This is an optimization exercise on Yosys and OpenROAD, whose aim is small area, not a production implementation.
In this exercise RTL edits were held to simulation tests only and were not proved equivalent to the original.
In every run shown here, the design's own scripts or RTL, not TritonCTS, make the clock network.
The flow treats the clock pin as an ideal source. Dropping or thinning the clock tree relies on that and would not hold on a real chip.
Power is estimated from default activity; no workload was simulated.

==> design/flow/design.v <==
package axi_pkg;
    typedef enum logic [1:0] {
        OKAY   = 2'b00,
        SLVERR = 2'b10
    } axi_resp_e;
    typedef struct packed {
        logic [31:0] addr;
        logic [2:0]  size;
    } axi_addr_t;
    typedef struct packed {
        logic [31:0] data;
        logic [3:0]  strb;
    } axi_w_t;
    typedef struct packed {
        logic [31:0] data;
        axi_resp_e   resp;
    } axi_r_t;
    typedef struct packed {
        axi_resp_e resp;
    } axi_b_t;
endpackage
package lsu_pkg;
    typedef enum logic [2:0] {
        LB,
        LBU,
        LH,
        LHU,
        LW,
        SB,
        SH,
        SW
    } lsu_op_e;
    typedef struct packed {
        lsu_op_e     op;
        logic [31:0] addr;
        logic [31:0] wdata;
    } lsu_req_t;
    typedef enum logic [2:0] {
        IDLE,
        AR_WAIT,
        AR,
        R,
        W,
        B
    } lsu_state_e;
    localparam int ISSUE_GAP  = 3;
    localparam int RREADY_GAP = 2;
    localparam int MEM_WORDS = 256;
endpackage
`timescale 1ns/100ps
module lsu_top
(
    input  logic              clk,
    input  logic              rst,
    input  logic              req,
    input  logic [2:0]        req_op,
    input  logic [31:0]       req_addr,
    input  logic [31:0]       req_wdata,
    output logic              done,
    output logic              busy,
    output logic              err,
    output logic [31:0]       rdata
);
    localparam int RINGS = 4;
    localparam int SLOTS = 64;
    logic [RINGS-1:0][31:0] tail;
    logic [5:0]  cnt;
    logic        sweep;
    logic [2:0]  op_q;
    logic [1:0]  off_q;
    logic [1:0]  ring_q;
    logic [5:0]  slot_q;
    logic [31:0] data_q;
    logic        take;
    logic        oor;
    logic [5:0]  slot_c;
    logic        hit;
    logic        store_q;
    logic        wr;
    logic [3:0]  lane_en;
    logic [31:0] wlane;
    assign take   = req && !busy;
    assign oor    = |req_addr[31:10];
    assign slot_c = busy ? slot_q : req_addr[7:2];
    assign hit    = (slot_c == cnt);
    assign store_q = op_q[2] && (op_q[1] || op_q[0]);
    assign wr      = done && store_q && !err;
    always_comb begin
        case (op_q[1:0])
            2'd1:    lane_en = 4'b0001 << off_q;
            2'd2:    lane_en = off_q[1] ? 4'b1100 : 4'b0011;
            default: lane_en = 4'b1111;
        endcase
    end
    assign wlane[7:0]   = data_q[7:0];
    assign wlane[15:8]  = (op_q[1:0] == 2'd1) ? data_q[7:0] : data_q[15:8];
    assign wlane[23:16] = (op_q[1:0] == 2'd3) ? data_q[23:16] : data_q[7:0];
    assign wlane[31:24] = (op_q[1:0] == 2'd3) ? data_q[31:24] :
                          (op_q[1:0] == 2'd2) ? data_q[15:8] : data_q[7:0];
    for (genvar r = 0; r < RINGS; r++) begin : g_ring
        logic [SLOTS*32-1:0] words;
        logic [31:0] head;
        assign tail[r] = words[SLOTS*32-1 -: 32];
        for (genvar l = 0; l < 4; l++) begin : g_lane
            logic wr_lane;
            logic keep;
            assign wr_lane = wr && (ring_q == r) && lane_en[l];
            assign keep    = !wr_lane && !sweep;
            for (genvar b = 0; b < 8; b++) begin : g_bit
                lsu_head_bit i_head_bit (
                    .wr(wr_lane), .wdata(wlane[8*l+b]),
                    .keep, .tail(tail[r][8*l+b]), .head(head[8*l+b])
                );
            end
        end
        always_ff @(posedge clk) begin
            words <= {words[SLOTS*32-33:0], head};
        end
    end
    always_ff @(posedge clk) begin
        if (rst) begin
            cnt   <= 6'd1;
            sweep <= 1'b1;
            busy  <= 1'b0;
            done  <= 1'b0;
        end else begin
            cnt <= cnt + 6'd1;
            if (cnt == 6'd0) begin
                sweep <= 1'b0;
            end
            done <= (take && oor) || ((take || busy) && hit);
            busy <= busy ? !hit : (take && !oor && !hit);
        end
    end
    always_ff @(posedge clk) begin
        if (!busy) begin
            op_q   <= req_op;
            off_q  <= req_addr[1:0];
            ring_q <= req_addr[9:8];
            slot_q <= req_addr[7:2];
            data_q <= req_wdata;
            err    <= oor;
        end
    end
    logic [31:0] word;
    logic [31:0] shifted;
    assign word    = (sweep || err) ? 32'h0 : tail[ring_q];
    assign shifted = word >> {off_q, 3'b000};
    always_comb begin
        case (op_q)
            3'd0:    rdata = {{24{shifted[7]}}, shifted[7:0]};
            3'd1:    rdata = {24'h0, shifted[7:0]};
            3'd2:    rdata = {{16{shifted[15]}}, shifted[15:0]};
            3'd3:    rdata = {16'h0, shifted[15:0]};
            default: rdata = shifted;
        endcase
    end
endmodule
module lsu_head_bit
(
    input  logic wr,
    input  logic wdata,
    input  logic keep,
    input  logic tail,
    output logic head
);
    assign head = (wr && wdata) || (keep && tail);
endmodule
==> design/flow/flow/run.sh <==
#!/bin/bash
# Standard ORFS layout with three changes:
#  - the clock tree is built by flow/mycts.tcl in place of TritonCTS: leaf
#    clkbuf_8 buffers each drive about 21 nearby flip-flops (split in two
#    where the clock edge at a flip-flop would be too slow), and upper levels
#    of clkbuf_8 group 12 buffers each up to one clkbuf_16 root buffer;
#  - input and output ports are buffered with buf_1 cells;
#  - nothing else: synthesis, placement, timing repair and routing are the
#    standard ones (standard.sh).
set -e
export PRE_CTS_TCL="$PWD/flow/mycts.tcl"
export MYCTS_LEAF_SIZE=21
export MYCTS_FANOUT=12
export MYCTS_SLEW_MAX=0.118
export BUFFER_PORTS_ARGS="-buffer_cell sky130_fd_sc_hd__buf_1"
bash standard.sh > standard.log 2>&1
==> design/flow/flow/mycts.tcl <==
# Clock tree built by recursive bisection, in place of TritonCTS.
# Leaf buffers each drive a compact group of flip-flop clock pins; a leaf
# whose pins see too slow a clock edge is split in two. Upper levels group
# the buffers of the level below until one root buffer remains, which the
# clock port drives alone.

proc mycts_env {name default} {
  if {[info exists ::env($name)] && $::env($name) != ""} { return $::env($name) }
  return $default
}

# split items ({x y payload}) into groups of at most $target, cutting the
# longer side of the bounding box at the count-proportional position
proc mycts_bisect {items target} {
  set n [llength $items]
  if {$n <= $target} { return [list $items] }
  set k [expr {int(ceil(double($n) / $target))}]
  set k1 [expr {$k / 2}]
  set n1 [expr {int(round(double($n) * $k1 / $k))}]
  set xs [lmap it $items {lindex $it 0}]
  set ys [lmap it $items {lindex $it 1}]
  set dx [expr {[tcl::mathfunc::max {*}$xs] - [tcl::mathfunc::min {*}$xs]}]
  set dy [expr {[tcl::mathfunc::max {*}$ys] - [tcl::mathfunc::min {*}$ys]}]
  set idx [expr {$dx >= $dy ? 0 : 1}]
  set sorted [lsort -real -index $idx $items]
  set a [lrange $sorted 0 [expr {$n1 - 1}]]
  set b [lrange $sorted $n1 end]
  return [concat [mycts_bisect $a $target] [mycts_bisect $b $target]]
}

proc mycts_xy {it} {
  set bb [[$it getInst] getBBox]
  return [list [expr {([$bb xMin] + [$bb xMax]) / 2}] [expr {([$bb yMin] + [$bb yMax]) / 2}]]
}

# a buffer driving the given items ({x y iterm}) from $parent, at their centroid
proc mycts_buffer {master name items parent} {
  set block [ord::get_db_block]
  set sx 0; set sy 0
  foreach it $items { set sx [expr {$sx + [lindex $it 0]}]; set sy [expr {$sy + [lindex $it 1]}] }
  set cx [expr {int($sx / [llength $items])}]
  set cy [expr {int($sy / [llength $items])}]
  set inst [odb::dbInst_create $block $master "clkbuf_${name}_clk"]
  $inst setLocation [expr {$cx - [$master getWidth] / 2}] $cy
  $inst setPlacementStatus PLACED
  set net [odb::dbNet_create $block "clknet_${name}_clk"]
  $net setSigType CLOCK
  [$inst findITerm X] connect $net
  foreach it $items {
    set term [lindex $it 2]
    $term disconnect
    $term connect $net
  }
  [$inst findITerm A] connect $parent
  return $inst
}

proc mycts_loads {inst} {
  set items {}
  foreach it [[[$inst findITerm X] getNet] getITerms] {
    if {[$it getInst] == $inst} continue
    lassign [mycts_xy $it] x y
    lappend items [list $x $y $it]
  }
  return $items
}

proc mycts_worst_slew {inst} {
  set worst 0
  foreach it [mycts_loads $inst] {
    set term [lindex $it 2]
    set pin [get_pins [[$term getInst] getName]/[[$term getMTerm] getName]]
    set s [get_property $pin slew_max]
    if {$s > $worst} { set worst $s }
  }
  return $worst
}

proc mycts_legalize {} {
  detailed_placement
  estimate_parasitics -placement
}

proc mycts_build {} {
  set db [ord::get_db]
  set block [ord::get_db_block]
  set leaf_size [mycts_env MYCTS_LEAF_SIZE 21]
  set fan [mycts_env MYCTS_FANOUT 8]
  set limit [mycts_env MYCTS_SLEW_MAX 0.118]
  set leaf_master [$db findMaster [mycts_env MYCTS_LEAF_BUF sky130_fd_sc_hd__clkbuf_8]]
  set split_master [$db findMaster [mycts_env MYCTS_SPLIT_BUF sky130_fd_sc_hd__clkbuf_4]]
  set big_master [$db findMaster sky130_fd_sc_hd__clkbuf_16]
  set tree_master [$db findMaster [mycts_env MYCTS_TREE_BUF sky130_fd_sc_hd__clkbuf_8]]
  set root_master [$db findMaster [mycts_env MYCTS_ROOT_BUF sky130_fd_sc_hd__clkbuf_16]]

  set clk_net [[$block findBTerm clk] getNet]
  set sinks {}
  foreach it [$clk_net getITerms] {
    if {[$it getIoType] == "INPUT"} {
      lassign [mycts_xy $it] x y
      lappend sinks [list $x $y $it]
    }
  }
  puts "MYCTS: [llength $sinks] sinks, leaf size $leaf_size, fanout $fan, slew limit $limit"

  # leaves
  set leaves {}
  set gi 0
  foreach g [mycts_bisect $sinks $leaf_size] {
    lappend leaves [mycts_buffer $leaf_master "leaf_$gi" $g $clk_net]
    incr gi
  }
  puts "MYCTS: [llength $leaves] leaf buffers"
  set_propagated_clock [all_clocks]
  mycts_legalize

  # split leaves whose flip-flops see too slow a clock edge
  set split {}
  foreach inst $leaves {
    if {[mycts_worst_slew $inst] <= $limit} continue
    set halves [mycts_bisect [mycts_loads $inst] [expr {int(ceil([llength [mycts_loads $inst]] / 2.0))}]]
    set name [$inst getName]
    set net [[$inst findITerm X] getNet]
    [$inst findITerm X] disconnect
    [$inst findITerm A] disconnect
    odb::dbInst_destroy $inst
    odb::dbNet_destroy $net
    foreach h $halves {
      lappend split [mycts_buffer $split_master "leaf_$gi" $h $clk_net]
      incr gi
    }
  }
  puts "MYCTS: split [expr {[llength $split] / 2}] leaves"
  set leaves [concat [lmap i $leaves {expr {[catch {$i getName}] ? "" : $i}}] $split]
  set leaves [lsearch -all -inline -not -exact $leaves ""]
  mycts_legalize

  # upsize any leaf still too slow
  for {set pass 0} {$pass < 3} {incr pass} {
    set fixed 0
    foreach inst [$block getInsts] {
      if {![string match "clkbuf_leaf_*" [$inst getName]]} continue
      if {[mycts_worst_slew $inst] <= $limit} continue
      set m [[$inst getMaster] getName]
      if {$m == [$split_master getName]} {
        $inst swapMaster $leaf_master
      } elseif {$m == [$leaf_master getName]} {
        $inst swapMaster $big_master
      } else continue
      incr fixed
    }
    puts "MYCTS: pass $pass upsized $fixed leaf buffers"
    if {$fixed == 0} break
    estimate_parasitics -placement
  }

  # upper levels
  set items {}
  foreach inst [$block getInsts] {
    if {![string match "clkbuf_leaf_*" [$inst getName]]} continue
    set it [$inst findITerm A]
    lassign [mycts_xy $it] x y
    lappend items [list $x $y $it]
  }
  set level 1
  while {[llength $items] > 1} {
    if {[llength $items] <= $fan} {
      set groups [list $items]
      set master $root_master
      set tag root
    } else {
      set groups [mycts_bisect $items $fan]
      set master $tree_master
      set tag L$level
    }
    set next {}
    set gi 0
    foreach g $groups {
      set inst [mycts_buffer $master "${tag}_$gi" $g $clk_net]
      set it [$inst findITerm A]
      lassign [mycts_xy $it] x y
      lappend next [list $x $y $it]
      incr gi
    }
    puts "MYCTS: level $level ($tag): [llength $groups] buffers of [$master getName]"
    set items $next
    incr level
  }
  mycts_legalize
}

rename clock_tree_synthesis mycts_orig_clock_tree_synthesis
proc clock_tree_synthesis {args} {
  mycts_build
  set_propagated_clock [all_clocks]
}
==> design/flow/standard.sh <==
#!/bin/bash
# synth_recipe.tcl (not shown) runs the flow's synth.tcl, then flattens the netlist and writes it again
# the make line also repeats each setting of config.mk as NAME=value (left out here)
make -C /OpenROAD-flow-scripts/flow DESIGN_CONFIG=/design/flow/config.mk WORK_HOME=/design/flow/orfs CLKGATE_MAP_FILE= SYNTH_SCRIPT=/design/flow/synth_recipe.tcl "${@:-finish}"
==> design/flow/config.mk <==
export PLATFORM = sky130hd
export DESIGN_NAME = lsu_top
export DESIGN_NICKNAME = lsu_top
export VERILOG_FILES = /design/flow/design.v
export SDC_FILE = /design/flow/constraint.sdc
export NUM_CORES = 8
export LEC_CHECK = 0
export CAP_MARGIN = 20
export CORE_MARGIN = 2
export CORE_UTILIZATION = 60
export PLACE_DENSITY = 0.7
export SLEW_MARGIN = 20
export SYNTH_HIERARCHICAL = 1
export SYNTH_MINIMUM_KEEP_SIZE = 0
==> design/flow/constraint.sdc <==
create_clock -name core_clock -period 6.0 [get_ports {clk}]
set_input_delay 1.2000 -clock core_clock [delete_from_list [all_inputs] [get_ports {clk}]]
set_output_delay 1.2000 -clock core_clock [all_outputs]
set_load 0.01 [all_outputs]
==> flow_summary.yaml, run 1 <==
timing:
  tightest_slew_ns: 1.15
  fin_worst_skew_ns: 0.0834
  layout_min_cycle_time_ns: 5.09
  slew_headroom_pct: 22.9
  slew_violations: 0
  holdWs_ns: 0.277
  grt_setup_unrepaired: "no"
  fin_tns_setup_ns: 0
  post-route-period-util_pct: 84.9
  hold_viol: 0
  setup_viol: 0
  max_freq_mhz: 196
critical_path:
  rr_worst_depth: 7
  reg2reg_to: "g_ring[1].words[4]"
  required_ns: 4.80
  critPathLaunch: "ring_q[0]"
  crit_path_end: "rdata[2]"
  setup.worst_path.class: "flip-flop to output port"
  critPathLaunchType: "flip-flop"
  reg2reg_slack_ns: 1.93
  r2r-start: "op_q[0]"
  cp_max_fo: 28
  crit_path_end_kind: "output port"
  critPathArrivalTime_ns: 3.89
cells_and_area:
  fillers: 18686
  area_delta_synth_final_pct: 6.62
  final_nets: 9327
  utilization_pct: 64.5
  multi_input_area_sq_mm: 0.00356
  seqCellArea_sq_mm: 0.165
  drive_gt1_share_pct: 5.65
synthesis:
  syn-instance-count: 8704
  synthAdderAreaFrac_pct: 0.0444
  synth_cell_type_count: 47
  synth-simple-area-share_pct: 0.381
  synth_top_family_by_area: "compound AO/OA/AOI/OAI gates"
  synth_edf_count: 40
  synth_common_cells: "dfxtp_1 (8207), a22o_1 (129), edfxtp_1 (40), nor2_1 (40), mux2i_1 (34)"
  synth_flop_cell: "dfxtp_1"
  synth_nets: 8780
  syn_area_sq_mm: 0.169
  synth_top_area_share_pct: 97.1
  yosys_register_bits: 8247
  synth_mux_area_share_pct: 0.707
  yosys-top-cells-area: "dfxtp_1 (97%), edfxtp_1 (0.71%), a22o_1 (0.67%)"
  synthXorXnorAreaFrac_pct: 0.0518
  syn_avg_cell_area_sq_um: 19.4
  yosysMostFrequentCell: "dfxtp_1"
  synth_compound_area_share_pct: 0.918
  async_flop_share_pct: 0
  ys_seq_area_share_pct: 97.8
  yosys_warnings: 7
  synth_top_cell_by_area: "dfxtp_1"
floorplanning:
  num_rows: 194
  initial_core_util_pct: 60.5
  dieArea_sq_mm: 0.286
  die_x_um: 535
  core_sq_mm: 0.280
  die_h_um: 535
  ioPinCount: 105
route:
  drt_first_pass_iters: 4
  viasPerCell: 4.20
  wl_met1_mm: 103
  ant_nets: 0
  drt_wl_total_mm: 209
  met3_length_mm: 8.45
  drt_iter0_markers: 2376
  wl_per_cell_um: 16.1
  routed-via-count: 54654
  top_layer: "met5"
  wl_met2_mm: 88.6
  route.detailed.drc: 0
clock_network:
  insertion_delay_ns: 1.09
  cts_setup_buffers: 0
  cts_hold_buf: 0
  path_clk_slew_ns: 0.11
  ctsResizeCount: 0
placement:
  dp_hpwl_mm: 130
  io_buffers: 104
  gp_congestion: 0.794
global_routing:
  grt_start_max_net_pins: 41
  grt.total_usage_pct: 14.4
  grt_pass1_wl_mm: 315
  overflow: 0
  antenna_found_initial: 31
  grt_pass1_vias: 54888
status:
  status: "finished clean"
power_and_ir_drop:
  irDropWorstVdd_uv: 327
  p_per_area_mw_per_mm2: 420
  p_leak_uw: 0.0713
worst_hold_path:
  hp-class: "input pin to flip-flop"
flow_run:
  max_cap_viol_count: 0
critical path, cell delays in order (launching register included):
cell and delay [ns]:
edfxtp_1 0.86, buf_12 0.35, mux4_2 0.65, mux2i_1 0.57, o21bai_1 0.18, buf_1 0.17
where the power goes:
group          internal (uW)  switching [uW]  total [uW]
Combinational           62.4             156         218
Sequential             54800            38.9       54800
Clock                   6640           14000       20700
cell usage in the layout, fill, tap and decap left out, drive strengths merged, types with 7 or more instances in the layout:
cell type,synthesis,layout
dfxtp,8207,8207
clkbuf,8,451
a22o,129,129
buf,19,121
nor2,40,40
edfxtp,40,40
mux2i,34,34
nand2,30,30
mux4,29,29
diode,0,25
mux2,18,18
a21o,17,17
nor3,12,12
inv,13,12
nor2b,11,11
o21ai,10,10
a22oi,9,9
nor4,9,9
or2,9,9
o21bai,8,8
xnor2,8,8
nand3,7,7
per-module statistics from Yosys (local to each module, per instance):
module / copies in the design / flops+latches / area (sq um) / cells
lsu_head_bit: 128 / 0 / 8.76 / 1
lsu_top: 1 / 8247 / 168000 / 8576
cell type report:
class	instances	area share, %
diodes	25	0.0347
plain buffers	451	3.37
inverters	13	0.0277
multi-input cells	417	1.97
flip-flops and latches	8247	91.7
well taps	3724	2.58
repair buffers	121	0.294
through the flow:
stage          instances  power, uW  cell area [sq um]  setup slack [ns]
2_1_floorplan       8704      56200             169000              2.80
3_3_place_gp       12522      56300             174000              1.84
3_5_place_dp       12522      56300             174000              1.89
4_1_cts            12973      76600             180000             0.655
5_1_grt            12975      78500             180000             0.595
6_report           12998      75700             180000             0.906
flip-flops by register name, summed over array words and instances, names as in the netlist, 2 cells and up:
register / flops
cnt: 6
data_q: 32
g_ring.words: 8192
off_q: 2
op_q: 3
ring_q: 2
slot_q: 6
worst min path at each step:
| stage | end | start | cells after the start | slack (ns) |
|---|---|---|---|---|
| global route | data_q[6] | req_wdata[6] | 1 | 0.13 |
| CTS | data_q[6] | req_wdata[6] | 1 | 0.08 |
| finish | data_q[6] | req_wdata[6] | 1 | 0.28 |
| floorplan | g_ring[0].words[1000] | g_ring[0].words[968] | 0 | 0.31 |
| global placement | g_ring[2].words[1424] | g_ring[2].words[1392] | 0 | 0.31 |
| detailed placement | g_ring[0].words[1377] | g_ring[0].words[1345] | 0 | 0.31 |
routing by layer:
layer | vias up | GRT usage [%]
li1 | 27889 | -
met1 | 25679 | 20.8
met2 | 675 | 22.1
met3 | 407 | 2.22
met4 | 4 | 5.66
met5 | - | 0
cells by family after synthesis:
kind of cell	count (synthesis)
buffers and inverters	40
AO/OA/AOI/OAI	188
adder cells (fa/ha/maj)	6
AND/OR/NAND/NOR	132
XOR/XNOR	10
flip-flops	8247
multiplexers	81
==> run 2, diff against run 1 <==
--- a/design/flow/design.v
+++ b/design/flow/design.v
@@ -93,9 +93,18 @@
         endcase
     end
-    assign wlane[7:0]   = data_q[7:0];
-    assign wlane[15:8]  = (op_q[1:0] == 2'd1) ? data_q[7:0] : data_q[15:8];
-    assign wlane[23:16] = (op_q[1:0] == 2'd3) ? data_q[23:16] : data_q[7:0];
-    assign wlane[31:24] = (op_q[1:0] == 2'd3) ? data_q[31:24] :
-                          (op_q[1:0] == 2'd2) ? data_q[15:8] : data_q[7:0];
+    logic is_sb, is_sh, is_sw, not_sb, not_sw, sb_or_sh;
+    assign is_sb    = (op_q[1:0] == 2'd1);
+    assign is_sh    = (op_q[1:0] == 2'd2);
+    assign is_sw    = (op_q[1:0] == 2'd3);
+    assign not_sb   = !is_sb;
+    assign not_sw   = !is_sw;
+    assign sb_or_sh = is_sb || is_sh;
+    for (genvar b = 0; b < 8; b++) begin : g_wlane
+        assign wlane[b] = data_q[b];
+        lsu_ao2 i_l1 (.a0(is_sb), .b0(data_q[b]), .a1(not_sb), .b1(data_q[8+b]), .y(wlane[8+b]));
+        lsu_ao2 i_l2 (.a0(not_sw), .b0(data_q[b]), .a1(is_sw), .b1(data_q[16+b]), .y(wlane[16+b]));
+        lsu_ao3 i_l3 (.a0(is_sb), .b0(data_q[b]), .a1(is_sh), .b1(data_q[8+b]),
+                      .a2(is_sw), .b2(data_q[24+b]), .y(wlane[24+b]));
+    end
     for (genvar r = 0; r < RINGS; r++) begin : g_ring
         logic [SLOTS*32-1:0] words;
@@ -108,7 +117,7 @@
             assign keep    = !wr_lane && !sweep;
             for (genvar b = 0; b < 8; b++) begin : g_bit
-                lsu_head_bit i_head_bit (
-                    .wr(wr_lane), .wdata(wlane[8*l+b]),
-                    .keep, .tail(tail[r][8*l+b]), .head(head[8*l+b])
+                lsu_ao2 i_head_bit (
+                    .a0(wr_lane), .b0(wlane[8*l+b]),
+                    .a1(keep), .b1(tail[r][8*l+b]), .y(head[8*l+b])
                 );
             end
@@ -143,26 +152,59 @@
         end
     end
+    logic [3:0]  rsel;
+    logic [3:0]  osel;
     logic [31:0] word;
-    logic [31:0] shifted;
-    assign word    = (sweep || err) ? 32'h0 : tail[ring_q];
-    assign shifted = word >> {off_q, 3'b000};
-    always_comb begin
-        case (op_q)
-            3'd0:    rdata = {{24{shifted[7]}}, shifted[7:0]};
-            3'd1:    rdata = {24'h0, shifted[7:0]};
-            3'd2:    rdata = {{16{shifted[15]}}, shifted[15:0]};
-            3'd3:    rdata = {16'h0, shifted[15:0]};
-            default: rdata = shifted;
-        endcase
-    end
-endmodule
-module lsu_head_bit
-(
-    input  logic wr,
-    input  logic wdata,
-    input  logic keep,
-    input  logic tail,
-    output logic head
-);
-    assign head = (wr && wdata) || (keep && tail);
-endmodule
+    for (genvar r = 0; r < 4; r++) begin : g_sel
+        assign rsel[r] = (ring_q == r) && !sweep && !err;
+        assign osel[r] = (off_q == r);
+    end
+    for (genvar b = 0; b < 32; b++) begin : g_word
+        lsu_ao4 i_word (
+            .a0(rsel[0]), .b0(tail[0][b]), .a1(rsel[1]), .b1(tail[1][b]),
+            .a2(rsel[2]), .b2(tail[2][b]), .a3(rsel[3]), .b3(tail[3][b]),
+            .y(word[b])
+        );
+    end
+    logic mid_lo, mid_hi, byte_sx, high_w, high_sx, sign;
+    assign mid_lo  = op_q[2] || (op_q[1] && !off_q[1]);
+    assign mid_hi  = !op_q[2] && op_q[1] && off_q[1];
+    assign byte_sx = (op_q == 3'd0);
+    assign high_w  = op_q[2];
+    assign high_sx = (op_q == 3'd0) || (op_q == 3'd2);
+    assign sign    = op_q[1] ? rdata[15] : rdata[7];
+    for (genvar b = 0; b < 8; b++) begin : g_rd
+        lsu_ao4 i_lo (
+            .a0(osel[0]), .b0(word[b]), .a1(osel[1]), .b1(word[8+b]),
+            .a2(osel[2]), .b2(word[16+b]), .a3(osel[3]), .b3(word[24+b]),
+            .y(rdata[b])
+        );
+        lsu_ao3 i_mid (
+            .a0(mid_lo), .b0(word[8+b]), .a1(mid_hi), .b1(word[24+b]),
+            .a2(byte_sx), .b2(rdata[7]), .y(rdata[8+b])
+        );
+    end
+    for (genvar b = 16; b < 32; b++) begin : g_rd_hi
+        lsu_ao2 i_hi (.a0(high_w), .b0(word[b]), .a1(high_sx), .b1(sign), .y(rdata[b]));
+    end
+endmodule
+module lsu_ao2
+(
+    input  logic a0, b0, a1, b1,
+    output logic y
+);
+    assign y = (a0 && b0) || (a1 && b1);
+endmodule
+module lsu_ao3
+(
+    input  logic a0, b0, a1, b1, a2, b2,
+    output logic y
+);
+    assign y = (a0 && b0) || (a1 && b1) || (a2 && b2);
+endmodule
+module lsu_ao4
+(
+    input  logic a0, b0, a1, b1, a2, b2, a3, b3,
+    output logic y
+);
+    assign y = (a0 && b0) || (a1 && b1) || (a2 && b2) || (a3 && b3);
+endmodule
==> design/flow/flow/run.sh (replaced) <==
#!/bin/bash
# Standard ORFS layout with two changes:
#  - the clock tree is built by flow/mycts.tcl in place of TritonCTS: leaf
#    buf_4 buffers each drive about 13 nearby flip-flops (split in two, or
#    upsized, where the clock edge at a flip-flop would be too slow), and
#    upper levels of buf_4 group 12 buffers each up to one clkbuf_16 root;
#  - input and output ports are buffered with buf_1 cells.
# Synthesis, placement, timing repair and routing are the standard ones
# (standard.sh); its output goes to standard.log and ORFS's logs.
set -e
B=sky130_fd_sc_hd
export PRE_CTS_TCL="$PWD/flow/mycts.tcl"
export MYCTS_LEAF_SIZE=13
export MYCTS_FANOUT=12
export MYCTS_SLEW_MAX=0.112
export MYCTS_LEAF_BUF=${B}__buf_4
export MYCTS_SPLIT_BUF=${B}__buf_2
export MYCTS_UPSIZE="${B}__buf_2 ${B}__buf_4 ${B}__buf_8"
export MYCTS_TREE_BUF=${B}__buf_4
export BUFFER_PORTS_ARGS="-buffer_cell ${B}__buf_1"
bash standard.sh > standard.log 2>&1
--- a/design/flow/flow/mycts.tcl
+++ b/design/flow/flow/mycts.tcl
@@ -90,5 +90,5 @@
   set leaf_master [$db findMaster [mycts_env MYCTS_LEAF_BUF sky130_fd_sc_hd__clkbuf_8]]
   set split_master [$db findMaster [mycts_env MYCTS_SPLIT_BUF sky130_fd_sc_hd__clkbuf_4]]
-  set big_master [$db findMaster sky130_fd_sc_hd__clkbuf_16]
+  set upsize [mycts_env MYCTS_UPSIZE {sky130_fd_sc_hd__clkbuf_4 sky130_fd_sc_hd__clkbuf_8 sky130_fd_sc_hd__clkbuf_16}]
   set tree_master [$db findMaster [mycts_env MYCTS_TREE_BUF sky130_fd_sc_hd__clkbuf_8]]
   set root_master [$db findMaster [mycts_env MYCTS_ROOT_BUF sky130_fd_sc_hd__clkbuf_16]]
@@ -143,9 +143,7 @@
       if {[mycts_worst_slew $inst] <= $limit} continue
       set m [[$inst getMaster] getName]
-      if {$m == [$split_master getName]} {
-        $inst swapMaster $leaf_master
-      } elseif {$m == [$leaf_master getName]} {
-        $inst swapMaster $big_master
-      } else continue
+      set i [lsearch $upsize $m]
+      if {$i < 0 || $i == [llength $upsize] - 1} continue
+      $inst swapMaster [$db findMaster [lindex $upsize [expr {$i + 1}]]]
       incr fixed
     }
==> flow_summary.yaml, run 2 <==
timing:
  layout_min_cycle_time_ns: 5.66
  post-route-period-util_pct: 94.4
  fin_worst_skew_ns: 0.115
  post-route-worst-setup-slack_ns: 0.339
  fin_tns_setup_ns: 0
  slew_headroom_pct: 27.3
  setup_viol: 0
  tightest_slew_ns: 1.09
  max_freq_mhz: 177
  hold_viol: 0
  grt_setup_unrepaired: "no"
  slew_violations: 0
critical_path:
  cp_max_fo: 25
  critPathLaunchType: "flip-flop"
  crit_path_end_kind: "output port"
  required_ns: 4.80
  critPathArrivalTime_ns: 4.46
  setup.worst_path.class: "flip-flop to output port"
synthesis:
  synth_nets: 8772
  synth_top_area_share_pct: 97.4
  synth_common_cells: "dfxtp_1 (8207), a22o_1 (160), a22oi_1 (80)"
  ys_seq_area_share_pct: 98.1
  synth_compound_area_share_pct: 1.35
  syn_area_sq_mm: 0.169
  synth_cell_type_count: 34
  async_flop_share_pct: 0
  synthAdderAreaFrac_pct: 0.0445
  synthXorXnorAreaFrac_pct: 0.0519
  yosysMostFrequentCell: "dfxtp_1"
  synth_mux_area_share_pct: 0.0423
  synth_top_family_by_area: "compound AO/OA/AOI/OAI gates"
  synth_top_cell_by_area: "dfxtp_1"
  synth_edf_count: 40
  syn_avg_cell_area_sq_um: 19.4
  synth_flop_cell: "dfxtp_1"
  yosys-top-cells-area: "dfxtp_1 (97%), a22o_1 (0.83%), edfxtp_1 (0.71%)"
  synth-simple-area-share_pct: 0.306
  yosys_warnings: 7
  syn-instance-count: 8696
  yosys_register_bits: 8247
clock_network:
  insertion_delay_ns: 1.19
  path_clk_slew_ns: 0.11
route:
  routed-via-count: 56334
  drt_iter0_markers: 2062
  viasPerCell: 4.23
  ant_nets: 0
  wl_per_cell_um: 16.1
  drt_first_pass_iters: 9
  drt_wl_total_mm: 214
  route.detailed.drc: 0
placement:
  dpl-instance-area_sq_mm: 0.174
  io_buffers: 104
  pre_cts_ws_ns: 1.02
  gp_congestion: 0.859
  dp_hpwl_mm: 131
flow_run:
  max_cap_viol_count: 0
global_routing:
  grt.total_usage_pct: 14.8
  grt_pass1_wl_mm: 325
  grt_start_max_net_pins: 31
  grt_pass1_vias: 57452
  overflow: 0
  antenna_found_initial: 24
floorplanning:
  initial_core_util_pct: 60.4
  num_rows: 194
  die_h_um: 534
  dieArea_sq_mm: 0.285
  die_x_um: 534
  ioPinCount: 105
  core_sq_mm: 0.279
cells_and_area:
  utilization_pct: 64.2
  mostFrequentLayoutCell: "dfxtp_1"
  drive_gt1_share_pct: 8.11
  regMostFlops: "g_ring.words"
  area_delta_synth_final_pct: 6.37
  largest_reg_flops: 8192
  final_area_sq_mm: 0.179
  mostFrequentLayoutCells: "dfxtp_1 (8206), buf_4 (709), a22o_1 (160)"
  reg_top3: "g_ring.words (8192), data_q (32)"
  final_nets: 9636
power_and_ir_drop:
  p_per_area_mw_per_mm2: 420
  irDropWorstVdd_uv: 295
  p_leak_uw: 0.0716
worst_hold_path:
  hp-class: "input pin to flip-flop"
status:
  status: "finished clean"
==> run 2: metrics by stage <==
step	hold slack, ns	power [uW]	instances
after floorplan	0.310	56100	8696
after global placement	0.310	56300	12537
after detailed placement	0.312	56300	12537
after CTS	0.0214	76300	13278
after global routing	0.0778	78400	13283
final	0.217	75400	13304
==> run 2: per-module statistics from Yosys, one instance, submodules excluded <==
module	copies in the design	area [sq um]
lsu_ao3	16	13.8
lsu_ao4	40	18.8
lsu_ao2	160	8.76
lsu_top	1	166000
==> run 2: repair_timing <==
| action | 4_1_cts | 5_1_grt |
|---|---|---|
| resized for setup | 1 | 2 |
| setup buffers | 0 | 2 |
| pin swaps | 0 | 1 |
| hold buffers | 0 | 0 |
| endpoints found under the setup margin | 16 | 16 |
==> run 2: path summary, 6_finish.rpt <==
| kind | cells past startpoint | to | from | slack, ns |
|---|---|---|---|---|
| hold / removal | 1 | data_q[16] | req_wdata[16] | 0.22 |
| setup / recovery | 11 | rdata[28] | err | 0.34 |
| setup reg to reg | 7 | g_ring[1].words[14] | op_q[1] | 2.56 |
| hold reg to reg | 0 | g_ring[1].words[1769] | g_ring[1].words[1737] | 0.24 |
==> run 2: cell families (layout without fill, tap and decap cells) <==
| logic type | Yosys count | after routing |
|---|---|---|
| mux | 7 | 7 |
| buf+inv | 36 | 898 |
| compound gates | 276 | 276 |
| xor+xnor | 10 | 10 |
| fa+ha+maj | 6 | 6 |
| flops | 8247 | 8247 |
| other cells | 0 | 22 |
| simple gates | 114 | 114 |
==> run 2: where the power goes <==
| group | total [uW] | switching (uW) | internal, uW | leakage, uW |
|---|---|---|---|---|
| clock | 20400 | 14300 | 6120 | 0.00353 |
| combinational | 180 | 138 | 42.6 | 0.00158 |
| sequential | 54800 | 47.8 | 54700 | 0.0665 |
| total | 75400 | 14400 | 60900 | 0.0716 |
==> run 2: per-layer routing <==
| layer | share of wire (%) | routed length, um | up-vias | GRT usage [%] |
|---|---|---|---|---|
| li1 | - | - | 28515 | - |
| met1 | 47 | 101000 | 26452 | 20.1 |
| met2 | 45 | 96800 | 852 | 23.9 |
| met3 | 3.9 | 8360 | 501 | 2.71 |
| met4 | 3.5 | 7520 | 14 | 5.72 |
| met5 | 0.043 | 92 | - | 0 |
==> run 2: layout make-up <==
class / count / area, sq um
sequential: 8247 / 166000
timing repair buffer: 124 / 541
multi-input combinational: 413 / 3070
antenna: 22 / 55.1
inverter: 33 / 124
buffer: 741 / 5470
tap: 3724 / 4660
fill: 18956 / 100000
==> run 2: worst max-delay path: stages (launching register included) <==
cell and delay (ns):
edfxtp_1 0.62, nor3_2 0.11, buf_4 0.30, a22oi_1 0.27, nand2_1 0.24, a22oi_1 0.27
nand2_2 0.21, a222oi_1 0.44, inv_1 0.10, mux2_2 0.42, a22o_1 0.24, buf_1 0.13

[afterwards: timing with drivers on the ports]
Ports are ideal in the flow. The routed layouts listed here were re-timed in OpenROAD. Step 1 assumes that a clkbuf_16 drives the clock port and a buf_2 every other input. Step 2 times the ports against the registers' clock, not the clock port: input delays grow and output delays shrink by t, the midpoint of the rising clock arrivals with the driver on. a / b / c = ideal / step 1 / step 2; a / b = the first two.
| run | t, ns | setup WS [ns] | pins driven straight from the clock port |
|---|---|---|---|
| run 1 | 1.136 | 0.906 / 0.810 / 1.932 | 1 |
| run 2 | 1.202 | 0.339 / 0.251 / 1.453 | 1 |
After both steps setup and hold are still met in every run listed.
